This is an optimization exercise on Yosys and OpenROAD, whose aim is small area and a short achievable clock period, not a production implementation.
At most, simulation tests tie the RTL to the original design; equivalence was not proved.
Power figures rest on the tool's default switching activity, not on a simulated workload.

==> inputs of job 7401 <==
## sliding_window_maximum_core
module sliding_window_maximum_core #(
    parameter int WINDOW_MAX   = swm_pkg::WINDOW_MAX_DEF,
    parameter int SAMPLE_WIDTH = swm_pkg::SAMPLE_WIDTH_DEF,
    parameter int TDATA_W      = ((SAMPLE_WIDTH + 7) / 8) * 8
) (
    input  logic                      i_clk,
    input  logic                      i_rst_n,
    input  logic                      i_s_tvalid,
    output logic                      o_s_tready,
    input  logic [TDATA_W-1:0]        i_s_tdata,    
    input  logic                      i_s_tuser,    
    output logic                      o_m_tvalid,
    input  logic                      i_m_tready,
    output logic [TDATA_W-1:0]        o_m_tdata,    
    input  logic                      i_cfg_we,
    input  logic [swm_pkg::CFG_W-1:0] i_cfg_wdata
);
clock: 5.0 ns
lec_check: 0
cap_margin: 20
core_margin: 2
core_utilization: 45
setup_slack_margin: 2.65
slew_margin: 20
synth_hierarchical: 1
standard.sh (not shown) runs the stock make flow with config.mk's settings and CLKGATE_MAP_FILE= SYNTH_SCRIPT=/design/flow/synth_recipe.tcl, a recipe that flattens the netlist after the stock synthesis.
==> flow/flow/run.sh <==
#!/bin/bash
# Layout: the standard flow, with buf_4 as the port buffer cell instead of the
# cell buffer_ports picks by itself. ORFS's own logs stay under orfs/logs.
set -euo pipefail
export BUFFER_PORTS_ARGS="-buffer_cell sky130_fd_sc_hd__buf_4"
bash standard.sh > standard.log 2>&1
==> inputs of job 2716, as changes to job 7401 <==
--- a/flow/design.v
+++ b/flow/design.v
@@ -114,14 +114,27 @@
 endmodule
 module swm_nor3 (input logic a, input logic b, input logic c, output logic y);
     assign y = !(a | b | c);
 endmodule
 module swm_inv (input logic a, output logic y);
     assign y = !a;
 endmodule
+module swm_a22oi (input logic a1, input logic a2, input logic b1, input logic b2,
+                  output logic y);
+    assign y = !((a1 & a2) | (b1 & b2));
+endmodule
+module swm_recent_sel (
+    input  logic k_is2,
+    input  logic k_is3,
+    input  logic new_gt,
+    input  logic pair_gt,
+    output logic y
+);
+    assign y = k_is2 || (k_is3 ? !new_gt : !pair_gt);
+endmodule
 module swm_or2 (input logic a, input logic b, output logic y);
     assign y = a | b;
 endmodule
 module swm_o21ai (input logic a1, input logic a2, input logic b1, output logic y);
     assign y = !((a1 | a2) & b1);
 endmodule
 module swm_a21oi (input logic a1, input logic a2, input logic b1, output logic y);
@@ -303,16 +316,19 @@
     logic                      k_is3;
     logic                      k_ge5;
     logic [NFLAG-1:0]                   in_window;
     logic [NSLOT-1:0][SAMPLE_WIDTH-1:0] value;
     logic [NFLAG-1:0]                   cand;
     logic [NFLAG-1:0]                   oldest;
     logic [SAMPLE_WIDTH-1:0]            picked_n;
-    assign o_s_tready = !r_out_valid || i_m_tready;
-    assign accept     = i_s_tvalid && o_s_tready;
+    logic r_out_empty;
+    logic s_tready_n;
+    swm_nor2 u_s_tready_n (.a(r_out_empty), .b(i_m_tready), .y(s_tready_n));
+    swm_inv  u_s_tready   (.a(s_tready_n), .y(o_s_tready));
+    assign accept     = i_s_tvalid && (r_out_empty || i_m_tready);
     assign advance    = accept && !i_cfg_we;
     assign sample     = i_s_tdata[SAMPLE_WIDTH-1:0] ^ SIGN;
     logic [6:0] cfg_k;
     always_comb begin
         if (i_cfg_wdata == '0) begin
             cfg_k = 7'd1;
         end else if (32'(i_cfg_wdata) > 32'(WINDOW_MAX)) begin
@@ -409,56 +425,70 @@
     logic [SAMPLE_WIDTH-1:0] recent_next;
     swm_gt #(.CIN(1'b1)) u_new_s    (.i_a(sample),   .i_b_n(~r_new),    .o_ngt(new_gt_sample));
     swm_gt #(.CIN(1'b1)) u_pair_s   (.i_a(sample),   .i_b_n(~r_pair),   .o_ngt(pair_gt_sample));
     swm_gt #(.CIN(1'b1)) u_recent_s (.i_a(sample),   .i_b_n(~r_recent), .o_ngt(recent_gt_sample));
     swm_gt #(.CIN(1'b1)) u_part_s   (.i_a(sample),   .i_b_n(r_part_n),  .o_ngt(part_gt_sample));
     swm_gt #(.CIN(1'b1)) u_part_r   (.i_a(r_recent), .i_b_n(r_part_n),  .o_ngt(part_gt_recent));
     logic                    load_out;
-    logic                    load_sample;
-    logic [SAMPLE_WIDTH-1:0] older_max;
-    logic [SAMPLE_WIDTH-1:0] older_tc;    
-    logic [SAMPLE_WIDTH-1:0] out_keep;
+    logic                    sel_x, sel_p, sel_r, sel_h;
+    logic                    recent_sel;
+    logic [SAMPLE_WIDTH-1:0] part_tc;
+    logic [SAMPLE_WIDTH-1:0] recent_tc;
     logic [SAMPLE_WIDTH-1:0] out_next;
     always_comb begin
         take_sample = k_is1 || (!recent_gt_sample && (!k_ge5 || !part_gt_sample));
         take_part   = k_ge5 && part_gt_recent;
         load_out    = advance && emit;
-        load_sample = load_out && take_sample;
+        sel_x       = load_out && take_sample;
+        sel_p       = load_out && !take_sample && take_part;
+        sel_r       = load_out && !take_sample && !take_part;
+        sel_h       = !load_out;
         pair_next   = new_gt_sample ? r_new : sample;
-        recent_next = (k_is2 || !(k_is3 ? new_gt_sample : pair_gt_sample)) ? sample
-                    : k_is3 ? r_new : r_pair;
+        recent_next = recent_sel ? sample : (k_is3 ? r_new : r_pair);
     end
-    assign older_tc = older_max ^ SIGN;
+    swm_recent_sel u_recent_sel (
+        .k_is2   (k_is2),
+        .k_is3   (k_is3),
+        .new_gt  (new_gt_sample),
+        .pair_gt (pair_gt_sample),
+        .y       (recent_sel)
+    );
+    assign part_tc   = ~r_part_n ^ SIGN;
+    assign recent_tc = r_recent ^ SIGN;
     genvar bi;
     generate
         for (bi = 0; bi < SAMPLE_WIDTH; bi++) begin : g_out
-            swm_mux2 u_older (.s(take_part),   .a1(!r_part_n[bi]), .a0(r_recent[bi]),  .y(older_max[bi]));
-            swm_mux2 u_keep  (.s(load_out),    .a1(older_tc[bi]),  .a0(r_out[bi]),     .y(out_keep[bi]));
-            swm_mux2 u_next  (.s(load_sample), .a1(i_s_tdata[bi]), .a0(out_keep[bi]),  .y(out_next[bi]));
+            logic t_xp, t_rh;
+            swm_a22oi u_xp (.a1(sel_x), .a2(i_s_tdata[bi]), .b1(sel_p), .b2(part_tc[bi]),   .y(t_xp));
+            swm_a22oi u_rh (.a1(sel_r), .a2(recent_tc[bi]), .b1(sel_h), .b2(r_out[bi]),     .y(t_rh));
+            swm_nand2 u_or (.a(t_xp), .b(t_rh), .y(out_next[bi]));
         end
     endgenerate
     always_ff @(posedge i_clk) begin
         if (!i_rst_n) begin
             r_k         <= 7'(swm_pkg::WINDOW_RESET);
             r_fill      <= '0;
             r_ready     <= 1'b1;
             r_out_valid <= 1'b0;
+            r_out_empty <= 1'b1;
         end else begin
             if (i_cfg_we) begin
                 r_k     <= cfg_k;
                 r_fill  <= '0;
                 r_ready <= (cfg_k == 7'd1);
             end else if (accept) begin
                 r_fill  <= fill_next;
                 r_ready <= ready_next;
             end
             if (advance && emit) begin
                 r_out_valid <= 1'b1;
+                r_out_empty <= 1'b0;
             end else if (i_m_tready) begin
                 r_out_valid <= 1'b0;
+                r_out_empty <= 1'b1;
             end
         end
     end
     logic [NFLAG-1:0] oldest_next;
     swm_hold #(.W(NFLAG)) u_oldest_hold (
         .i_en (advance),
         .i_d  (oldest),
==> flow/config.mk (replaced) <==
export PLATFORM = sky130hd
export DESIGN_NAME = sliding_window_maximum_core
export DESIGN_NICKNAME = sliding_window_maximum_core
export VERILOG_FILES = /design/flow/design.v
export SDC_FILE = /design/flow/constraint.sdc
export NUM_CORES = 4
export LEC_CHECK = 0
export CAP_MARGIN = 20
export CORE_MARGIN = 2
export CORE_UTILIZATION = 50
export CTS_CLUSTER_DIAMETER = 110
export CTS_CLUSTER_SIZE = 22
export SETUP_SLACK_MARGIN = 2.7
export SLEW_MARGIN = 20
export SYNTH_HIERARCHICAL = 1
==> comparison table <==
quantity                                                                                                   job 2716                                     job 7401
Detailed-routing wirelength on met1                                                                   86400 microns                                86700 microns
Worst min-delay path endpoint                                                                            r_last[15]                                    r_last[5]
All-layer global routing usage                                                                                28.4%                                        25.6%
Status                                                                                               finished clean                               finished clean
Cell count after synthesis                                                                                     7134                                         7104
Period Utilization, post-route                                                                                47.0%                                        50.9%
Avg Synthesized Cell Area                                                                                9.15 sq um                                   9.22 sq um
Hold slack                                                                                                 0.445 ns                                     0.452 ns
Clock network power share                                                                                     26.5%                                        37.2%
Die outline height                                                                                      365 microns                                  386 microns
Setup CP Type                                                                                             in -> out                                   reg -> out
Register fraction of the total cell area                                                                      51.1%                                        48.8%
Starting Density                                                                                              50.4%                                        45.2%
Via count of the first global-routing pass                                                                    46600                                        47800
Global-route wire length before repair                                                               288000 microns                               293000 microns
Initial detailed-routing violation count                                                                       5021                                         4817
Slack of the critical path                                                                                  2.65 ns                                      2.45 ns
HP Start                                                               g_grp[3].u_grp.g_cell[14].u_cell.r_value[15]  g_grp[3].u_grp.g_cell[14].u_cell.r_value[5]
# resized after CTS                                                                                              84                                           62
Leakage power total                                                                                         25.8 nW                                      27.5 nW
Depth of the critical timing path with buffers and inverters included                                             4                                            3
Non-clock buffer total of the final layout                                                                      117                                          162
Met2 global-route usage                                                                                       46.3%                                        40.3%
Number of H-tree levels                                                                                           3                                            4
Proportion of cell area occupied by multi-input gates                                                         40.4%                                        39.0%
The RTL of job 7401 was laid out without a check of its function.

---

==> build 16: inputs <==
Another version of the RTL of sliding_window_maximum_core (not shown whole).
clock: 5.0 ns
lec_check: 0
cap_margin: 20
core_margin: 2
core_utilization: 45
setup_slack_margin: 2.5
slew_margin: 20
synth_hierarchical: 1
Scripts as last shown in full above: flow/flow/run.sh
==> trial 46 (differences from build 16) <==
--- a/flow/design.v
+++ b/flow/design.v
@@ -272,17 +272,18 @@
     output logic [TDATA_W-1:0]        o_m_tdata,    
     input  logic                      i_cfg_we,
     input  logic [swm_pkg::CFG_W-1:0] i_cfg_wdata
 );
     localparam int NFLAG  = WINDOW_MAX - 4;
     localparam int NSLOT  = NFLAG + 1;
     localparam int FILL_W = $clog2(WINDOW_MAX);    
     localparam logic [SAMPLE_WIDTH-1:0] SIGN = {1'b1, {(SAMPLE_WIDTH-1){1'b0}}};
-    logic [swm_pkg::CFG_W-1:0] r_window;
+    logic [6:0]                r_k;         
+    logic                      r_ready;     
     logic [FILL_W-1:0]         r_fill;
     logic                      r_out_valid;
     logic [SAMPLE_WIDTH-1:0]   r_out;       
     logic [SAMPLE_WIDTH-1:0]   r_new;       
     logic [SAMPLE_WIDTH-1:0]   r_pair;
     logic [SAMPLE_WIDTH-1:0]   r_recent;
     logic [SAMPLE_WIDTH-1:0]   r_part;
     logic [NFLAG-1:0]          r_oldest;
@@ -299,36 +300,48 @@
     logic [NSLOT-1:0][SAMPLE_WIDTH-1:0] value;
     logic [NFLAG-1:0]                   cand;
     logic [NFLAG-1:0]                   oldest;
     logic [SAMPLE_WIDTH-1:0]            picked;
     assign o_s_tready = !r_out_valid || i_m_tready;
     assign accept     = i_s_tvalid && o_s_tready;
     assign advance    = accept && !i_cfg_we;
     assign sample     = i_s_tdata[SAMPLE_WIDTH-1:0] ^ SIGN;
+    logic [6:0] cfg_k;
     always_comb begin
-        if (r_window == '0) begin
-            win_k = 7'd1;
-        end else if (32'(r_window) > 32'(WINDOW_MAX)) begin
-            win_k = 7'(WINDOW_MAX);
+        if (i_cfg_wdata == '0) begin
+            cfg_k = 7'd1;
+        end else if (32'(i_cfg_wdata) > 32'(WINDOW_MAX)) begin
+            cfg_k = 7'(WINDOW_MAX);
         end else begin
-            win_k = r_window;
+            cfg_k = 7'(i_cfg_wdata);
         end
     end
+    assign win_k = r_k;
     assign k_is1 = (win_k == 7'd1);
     assign k_is2 = (win_k == 7'd2);
     assign k_is3 = (win_k == 7'd3);
     assign k_ge5 = (win_k >= 7'd5);
     genvar gi;
     generate
         for (gi = 0; gi < NFLAG; gi++) begin : g_win
             assign in_window[gi] = (32'(win_k) >= gi + 5);
         end
     endgenerate
-    assign emit = i_s_tuser ? k_is1 : (32'(r_fill) + 1 >= 32'(win_k));
+    assign emit = i_s_tuser ? k_is1 : r_ready;
+    logic [FILL_W-1:0] fill_next;
+    always_comb begin
+        if (i_s_tuser) begin
+            fill_next = FILL_W'(1);
+        end else if (r_fill != '1) begin
+            fill_next = r_fill + 1'b1;
+        end else begin
+            fill_next = r_fill;
+        end
+    end
     localparam int NGRP = 4;
     localparam int GSZ  = NFLAG / NGRP;
     logic [NGRP-1:0]                   grp_next_cand;
     logic [NGRP-1:0][SAMPLE_WIDTH-1:0] grp_prev_value;
     logic [NGRP-1:0]                   grp_prev_cand;
     generate
         for (gi = 0; gi < NGRP; gi++) begin : g_grp
             if (gi == 0) begin : g_first
@@ -402,29 +415,28 @@
                     | ({SAMPLE_WIDTH{take_part}} & r_part)
                     | ({SAMPLE_WIDTH{!take_sample && !take_part}} & r_recent);
         pair_next   = new_gt_sample ? r_new : sample;
         recent_next = (k_is2 || !(k_is3 ? new_gt_sample : pair_gt_sample)) ? sample
                     : k_is3 ? r_new : r_pair;
     end
     always_ff @(posedge i_clk) begin
         if (!i_rst_n) begin
-            r_window    <= swm_pkg::WINDOW_RESET;
+            r_k         <= 7'(swm_pkg::WINDOW_RESET);
             r_fill      <= '0;
+            r_ready     <= 1'b1;
             r_out_valid <= 1'b0;
         end else begin
             if (i_cfg_we) begin
-                r_window <= i_cfg_wdata;
-                r_fill   <= '0;
+                r_k     <= cfg_k;
+                r_fill  <= '0;
+                r_ready <= (cfg_k == 7'd1);
             end else if (accept) begin
-                if (i_s_tuser) begin
-                    r_fill <= FILL_W'(1);
-                end else if (r_fill != '1) begin
-                    r_fill <= r_fill + 1'b1;
-                end
+                r_fill  <= fill_next;
+                r_ready <= (32'(fill_next) + 1 >= 32'(r_k));
             end
             if (advance && emit) begin
                 r_out_valid <= 1'b1;
             end else if (i_m_tready) begin
                 r_out_valid <= 1'b0;
             end
         end
     end
Settings changed: CTS_CLUSTER_SIZE set to 24, SETUP_SLACK_MARGIN 2.5 to 2.55.
==> build 48 (differences from build 16) <==
--- a/flow/design.v
+++ b/flow/design.v
@@ -122,30 +122,36 @@
     assign y = a | b;
 endmodule
 module swm_o21ai (input logic a1, input logic a2, input logic b1, output logic y);
     assign y = !((a1 | a2) & b1);
 endmodule
 module swm_a21oi (input logic a1, input logic a2, input logic b1, output logic y);
     assign y = !((a1 & a2) | b1);
 endmodule
-module swm_gt (
+module swm_gt #(
+    parameter bit CIN = 1'b0
+) (
     input  logic [15:0] i_a,
     input  logic [15:0] i_b_n,
     output logic        o_ngt
 );
     logic [15:0] ng0, np0;    
     logic [7:0]  g1, p1;      
     logic [3:0]  ng2, np2;    
     logic [1:0]  g3;          
     logic        p3;          
     genvar i;
     generate
         for (i = 0; i < 16; i++) begin : g_b
-            swm_nand2 u_g (.a(i_a[i]), .b(i_b_n[i]), .y(ng0[i]));
+            if (i == 0 && CIN) begin : g_c
+                swm_nor2 u_g (.a(i_a[i]), .b(i_b_n[i]), .y(ng0[i]));
+            end else begin : g_g
+                swm_nand2 u_g (.a(i_a[i]), .b(i_b_n[i]), .y(ng0[i]));
+            end
             if (i > 0) begin : g_p
                 swm_nor2 u_p (.a(i_a[i]), .b(i_b_n[i]), .y(np0[i]));
             end else begin : g_nop
                 assign np0[i] = 1'b0;
             end
         end
         for (i = 0; i < 8; i++) begin : g_l1
             swm_o21ai u_g (.a1(np0[2*i+1]), .a2(ng0[2*i]), .b1(ng0[2*i+1]), .y(g1[i]));
@@ -227,17 +233,17 @@
         end
     endgenerate
 endmodule
 module swm_pick #(
     parameter int W = 16
 ) (
     input  logic [59:0]        i_sel,
     input  logic [59:0][W-1:0] i_value,
-    output logic [W-1:0]       o_value
+    output logic [W-1:0]       o_value_n
 );
     genvar b, i;
     generate
         for (b = 0; b < W; b++) begin : g_bit
             logic [59:0] t1;
             logic [14:0] t2;
             logic [4:0]  t3;
             logic [1:0]  t4;
@@ -247,17 +253,17 @@
             for (i = 0; i < 15; i++) begin : g_l2
                 swm_nand4 u (.a(t1[4*i]), .b(t1[4*i+1]), .c(t1[4*i+2]), .d(t1[4*i+3]), .y(t2[i]));
             end
             for (i = 0; i < 5; i++) begin : g_l3
                 swm_nor3 u (.a(t2[3*i]), .b(t2[3*i+1]), .c(t2[3*i+2]), .y(t3[i]));
             end
             swm_nand3 u_l4a (.a(t3[0]), .b(t3[1]), .c(t3[2]), .y(t4[0]));
             swm_nand2 u_l4b (.a(t3[3]), .b(t3[4]), .y(t4[1]));
-            swm_or2   u_l5  (.a(t4[0]), .b(t4[1]), .y(o_value[b]));
+            swm_nor2  u_l5  (.a(t4[0]), .b(t4[1]), .y(o_value_n[b]));
         end
     endgenerate
 endmodule
 module sliding_window_maximum_core #(
     parameter int WINDOW_MAX   = swm_pkg::WINDOW_MAX_DEF,
     parameter int SAMPLE_WIDTH = swm_pkg::SAMPLE_WIDTH_DEF,
     parameter int TDATA_W      = ((SAMPLE_WIDTH + 7) / 8) * 8
 ) (
@@ -272,63 +278,81 @@
     output logic [TDATA_W-1:0]        o_m_tdata,    
     input  logic                      i_cfg_we,
     input  logic [swm_pkg::CFG_W-1:0] i_cfg_wdata
 );
     localparam int NFLAG  = WINDOW_MAX - 4;
     localparam int NSLOT  = NFLAG + 1;
     localparam int FILL_W = $clog2(WINDOW_MAX);    
     localparam logic [SAMPLE_WIDTH-1:0] SIGN = {1'b1, {(SAMPLE_WIDTH-1){1'b0}}};
-    logic [swm_pkg::CFG_W-1:0] r_window;
+    logic [6:0]                r_k;         
+    logic                      r_ready;     
     logic [FILL_W-1:0]         r_fill;
     logic                      r_out_valid;
     logic [SAMPLE_WIDTH-1:0]   r_out;       
     logic [SAMPLE_WIDTH-1:0]   r_new;       
     logic [SAMPLE_WIDTH-1:0]   r_pair;
     logic [SAMPLE_WIDTH-1:0]   r_recent;
-    logic [SAMPLE_WIDTH-1:0]   r_part;
+    logic [SAMPLE_WIDTH-1:0]   r_part_n;    
     logic [NFLAG-1:0]          r_oldest;
     logic                      accept;
     logic                      advance;
     logic                      emit;
     logic [SAMPLE_WIDTH-1:0]   sample;
     logic [6:0]                win_k;
     logic                      k_is1;
     logic                      k_is2;
     logic                      k_is3;
     logic                      k_ge5;
     logic [NFLAG-1:0]                   in_window;
     logic [NSLOT-1:0][SAMPLE_WIDTH-1:0] value;
     logic [NFLAG-1:0]                   cand;
     logic [NFLAG-1:0]                   oldest;
-    logic [SAMPLE_WIDTH-1:0]            picked;
-    assign o_s_tready = !r_out_valid || i_m_tready;
-    assign accept     = i_s_tvalid && o_s_tready;
+    logic [SAMPLE_WIDTH-1:0]            picked_n;
+    logic r_out_empty;
+    swm_or2 u_s_tready (.a(r_out_empty), .b(i_m_tready), .y(o_s_tready));
+    assign accept     = i_s_tvalid && (r_out_empty || i_m_tready);
     assign advance    = accept && !i_cfg_we;
     assign sample     = i_s_tdata[SAMPLE_WIDTH-1:0] ^ SIGN;
+    logic [6:0] cfg_k;
     always_comb begin
-        if (r_window == '0) begin
-            win_k = 7'd1;
-        end else if (32'(r_window) > 32'(WINDOW_MAX)) begin
-            win_k = 7'(WINDOW_MAX);
+        if (i_cfg_wdata == '0) begin
+            cfg_k = 7'd1;
+        end else if (32'(i_cfg_wdata) > 32'(WINDOW_MAX)) begin
+            cfg_k = 7'(WINDOW_MAX);
         end else begin
-            win_k = r_window;
+            cfg_k = 7'(i_cfg_wdata);
         end
     end
+    assign win_k = r_k;
     assign k_is1 = (win_k == 7'd1);
     assign k_is2 = (win_k == 7'd2);
     assign k_is3 = (win_k == 7'd3);
     assign k_ge5 = (win_k >= 7'd5);
     genvar gi;
     generate
         for (gi = 0; gi < NFLAG; gi++) begin : g_win
             assign in_window[gi] = (32'(win_k) >= gi + 5);
         end
     endgenerate
-    assign emit = i_s_tuser ? k_is1 : (32'(r_fill) + 1 >= 32'(win_k));
+    assign emit = i_s_tuser ? k_is1 : r_ready;
+    logic ready_next;
+    logic fill_reaches;
+    assign fill_reaches = (32'(r_fill) + 2 >= 32'(r_k));
+    assign ready_next   = i_s_tuser ? (r_k <= 7'd2) : fill_reaches;
+    logic [FILL_W-1:0] fill_next;
+    always_comb begin
+        if (i_s_tuser) begin
+            fill_next = FILL_W'(1);
+        end else if (r_fill != '1) begin
+            fill_next = r_fill + 1'b1;
+        end else begin
+            fill_next = r_fill;
+        end
+    end
     localparam int NGRP = 4;
     localparam int GSZ  = NFLAG / NGRP;
     logic [NGRP-1:0]                   grp_next_cand;
     logic [NGRP-1:0][SAMPLE_WIDTH-1:0] grp_prev_value;
     logic [NGRP-1:0]                   grp_prev_cand;
     generate
         for (gi = 0; gi < NGRP; gi++) begin : g_grp
             if (gi == 0) begin : g_first
@@ -367,91 +391,94 @@
         .i_flag   (cand),
         .o_oldest (oldest)
     );
     swm_pick #(
         .W (SAMPLE_WIDTH)
     ) u_pick (
         .i_sel   (r_oldest),
         .i_value (value[NSLOT-1:1]),
-        .o_value (picked)
+        .o_value_n (picked_n)
     );
     logic                    new_gt_sample;
     logic                    pair_gt_sample;
     logic                    recent_gt_sample;
     logic                    part_gt_sample;
     logic                    part_gt_recent;
     logic                    take_sample;
     logic                    take_part;
     logic [SAMPLE_WIDTH-1:0] result;
     logic [SAMPLE_WIDTH-1:0] pair_next;
     logic [SAMPLE_WIDTH-1:0] recent_next;
-    logic new_ngt_sample, pair_ngt_sample, recent_ngt_sample, part_ngt_sample, part_ngt_recent;
-    swm_gt u_new_s    (.i_a(r_new),    .i_b_n(~sample),   .o_ngt(new_ngt_sample));
-    swm_gt u_pair_s   (.i_a(r_pair),   .i_b_n(~sample),   .o_ngt(pair_ngt_sample));
-    swm_gt u_recent_s (.i_a(r_recent), .i_b_n(~sample),   .o_ngt(recent_ngt_sample));
-    swm_gt u_part_s   (.i_a(r_part),   .i_b_n(~sample),   .o_ngt(part_ngt_sample));
-    swm_gt u_part_r   (.i_a(r_part),   .i_b_n(~r_recent), .o_ngt(part_ngt_recent));
-    assign new_gt_sample    = !new_ngt_sample;
-    assign pair_gt_sample   = !pair_ngt_sample;
-    assign recent_gt_sample = !recent_ngt_sample;
-    assign part_gt_sample   = !part_ngt_sample;
-    assign part_gt_recent   = !part_ngt_recent;
+    swm_gt #(.CIN(1'b1)) u_new_s    (.i_a(sample),   .i_b_n(~r_new),    .o_ngt(new_gt_sample));
+    swm_gt #(.CIN(1'b1)) u_pair_s   (.i_a(sample),   .i_b_n(~r_pair),   .o_ngt(pair_gt_sample));
+    swm_gt #(.CIN(1'b1)) u_recent_s (.i_a(sample),   .i_b_n(~r_recent), .o_ngt(recent_gt_sample));
+    swm_gt #(.CIN(1'b1)) u_part_s   (.i_a(sample),   .i_b_n(r_part_n),  .o_ngt(part_gt_sample));
+    swm_gt #(.CIN(1'b1)) u_part_r   (.i_a(r_recent), .i_b_n(r_part_n),  .o_ngt(part_gt_recent));
+    logic                    load_out;
+    logic                    load_sample;
+    logic [SAMPLE_WIDTH-1:0] older_max;
+    logic [SAMPLE_WIDTH-1:0] older_tc;    
+    logic [SAMPLE_WIDTH-1:0] out_keep;
+    logic [SAMPLE_WIDTH-1:0] out_next;
     always_comb begin
         take_sample = k_is1 || (!recent_gt_sample && (!k_ge5 || !part_gt_sample));
-        take_part   = !take_sample && k_ge5 && part_gt_recent;
-        result      = ({SAMPLE_WIDTH{take_sample}} & sample)
-                    | ({SAMPLE_WIDTH{take_part}} & r_part)
-                    | ({SAMPLE_WIDTH{!take_sample && !take_part}} & r_recent);
+        take_part   = k_ge5 && part_gt_recent;
+        load_out    = advance && emit;
+        load_sample = load_out && take_sample;
         pair_next   = new_gt_sample ? r_new : sample;
         recent_next = (k_is2 || !(k_is3 ? new_gt_sample : pair_gt_sample)) ? sample
                     : k_is3 ? r_new : r_pair;
     end
+    assign older_tc = older_max ^ SIGN;
+    genvar bi;
+    generate
+        for (bi = 0; bi < SAMPLE_WIDTH; bi++) begin : g_out
+            swm_mux2 u_older (.s(take_part),   .a1(!r_part_n[bi]), .a0(r_recent[bi]),  .y(older_max[bi]));
+            swm_mux2 u_keep  (.s(load_out),    .a1(older_tc[bi]),  .a0(r_out[bi]),     .y(out_keep[bi]));
+            swm_mux2 u_next  (.s(load_sample), .a1(i_s_tdata[bi]), .a0(out_keep[bi]),  .y(out_next[bi]));
+        end
+    endgenerate
     always_ff @(posedge i_clk) begin
         if (!i_rst_n) begin
-            r_window    <= swm_pkg::WINDOW_RESET;
+            r_k         <= 7'(swm_pkg::WINDOW_RESET);
             r_fill      <= '0;
+            r_ready     <= 1'b1;
             r_out_valid <= 1'b0;
+            r_out_empty <= 1'b1;
         end else begin
             if (i_cfg_we) begin
-                r_window <= i_cfg_wdata;
-                r_fill   <= '0;
+                r_k     <= cfg_k;
+                r_fill  <= '0;
+                r_ready <= (cfg_k == 7'd1);
             end else if (accept) begin
-                if (i_s_tuser) begin
-                    r_fill <= FILL_W'(1);
-                end else if (r_fill != '1) begin
-                    r_fill <= r_fill + 1'b1;
-                end
+                r_fill  <= fill_next;
+                r_ready <= ready_next;
             end
             if (advance && emit) begin
                 r_out_valid <= 1'b1;
+                r_out_empty <= 1'b0;
             end else if (i_m_tready) begin
                 r_out_valid <= 1'b0;
+                r_out_empty <= 1'b1;
             end
         end
     end
-    logic [SAMPLE_WIDTH-1:0] out_next;
-    logic [NFLAG-1:0]        oldest_next;
-    swm_hold #(.W(SAMPLE_WIDTH)) u_out_hold (
-        .i_en (advance && emit),
-        .i_d  (result ^ SIGN),
-        .i_q  (r_out),
-        .o_y  (out_next)
-    );
+    logic [NFLAG-1:0] oldest_next;
     swm_hold #(.W(NFLAG)) u_oldest_hold (
         .i_en (advance),
         .i_d  (oldest),
         .i_q  (r_oldest),
         .o_y  (oldest_next)
     );
     always_ff @(posedge i_clk) begin
         if (advance) begin
             r_new    <= sample;
             r_pair   <= pair_next;
             r_recent <= recent_next;
-            r_part   <= picked;
+            r_part_n <= picked_n;
         end
         r_out    <= out_next;
         r_oldest <= oldest_next;
     end
     assign o_m_tvalid = r_out_valid;
     assign o_m_tdata  = TDATA_W'(r_out);
 endmodule
Settings changed: CTS_CLUSTER_DIAMETER set to 110, CTS_CLUSTER_SIZE set to 22, SETUP_SLACK_MARGIN 2.5 to 2.7.
==> run summary <==
- Build 48 went through all stages and came out clean. Trial 46 finished clean. Build 16 went through all stages and came out clean.
- Sequential cell count, lowest first: build 16, trial 46, build 48.
- Area after synthesis, highest first: build 48, build 16, trial 46.
- Utilization, lowest first: build 48, build 16, trial 46.
- Critical path depth: trial 46 is higher than build 48 (1).
- Of build 48 and trial 46, build 48 has the higher clock skew (gap 0.019 ns).
- Final cell count, highest first: trial 46, build 16, build 48.
- Of trial 46 and build 16, trial 46 has the higher hold slack (gap 0.0068 ns).
- In trial 46 the global-route usage is higher than in build 16, by 0.68 points.
==> figures <==
Run status: build 48 timing/DRC/antenna clean; build 16 timing/DRC/antenna clean; trial 46 timing/DRC/antenna clean
Period utilisation layout: build 48 49.5%; build 16 58.3%; trial 46 49.2%
Switching Fraction: build 48 30.8%; build 16 29.9%; trial 46 29.7%
P_sw: build 48 7.25 mW; build 16 8.49 mW; trial 46 8.38 mW
CTS-repair resized insts: build 48 92; build 16 27; trial 46 50
Max stage delay on crit path: build 48 0.43 ns; build 16 0.51 ns; trial 46 0.37 ns
Final Routed Wirelength: build 48 189000 um; build 16 196000 um; trial 46 200000 um
Data required time of the critical path: build 48 5.59 ns; build 16 5.65 ns; trial 46 5.74 ns
Endpoint, Worst Hold: build 48 r_last[11]$_DFFE_PP_; build 16 r_last[12]$_DFFE_PP_; trial 46 r_last[11]$_DFFE_PP_
Clock skew: build 48 0.0461 ns; build 16 0.0244 ns; trial 46 0.0274 ns
Sequential share of power: build 48 54.9%; build 16 46.2%; trial 46 46.4%
# fillers: build 48 13300; build 16 13200; trial 46 12900
Worst-margin pin slew: build 48 1.19 ns; build 16 1.21 ns; trial 46 1.13 ns
Die width: build 48 386 um; build 16 385 um; trial 46 385 um
Taps Inserted: build 48 1917; build 16 1903; trial 46 1903
Std cell rows: build 48 140; build 16 139; trial 46 139
Cell count after synthesis: build 48 7112; build 16 7109; trial 46 7120
First-pass GRT wire length: build 48 284000 um; build 16 295000 um; trial 46 301000 um
No functional check of the RTL was part of build 16 and trial 46.

## what the ideal ports hide
The flow's constraints put no driver on any port. The routed layouts listed below were extracted and timed again, unchanged, in two steps. Step 1: set_driving_cell puts a clkbuf_16 on i_clk and a buf_2 on each other input, an assumption about the parent block. Step 2 also shifts input and output timing later by t, the mid clock arrival at the registers, as if the neighbouring blocks saw the same clock. a / b / c = ideal ports / drivers / drivers and shift; a / b = the first two.
run	t (ns)	setup WS [ns]	latest minus earliest clock arrival (ns)	worst register clock-pin slew, ns	worst data-port slew with drivers (ns)
job 7401	0.837	2.454 / 2.371 / 1.864	0.038 / 0.038	0.06 / 0.06	0.16
job 2716	0.770	2.652 / 2.586 / 2.035	0.035 / 0.035	0.10 / 0.10	0.17
build 16	0.847	2.084 / 2.084 / 1.367	0.029 / 0.029	0.07 / 0.07	0.17
trial 46	0.884	2.540 / 2.509 / 1.817	0.034 / 0.034	0.07 / 0.07	0.22
build 48	0.766	2.524 / 2.510 / 1.862	0.052 / 0.051	0.10 / 0.10	0.16
After both steps every run listed still meets setup and hold. The setup slack of trial 46, which loses most, moves by -0.031 ns with the drivers and by -0.723 ns with both steps.
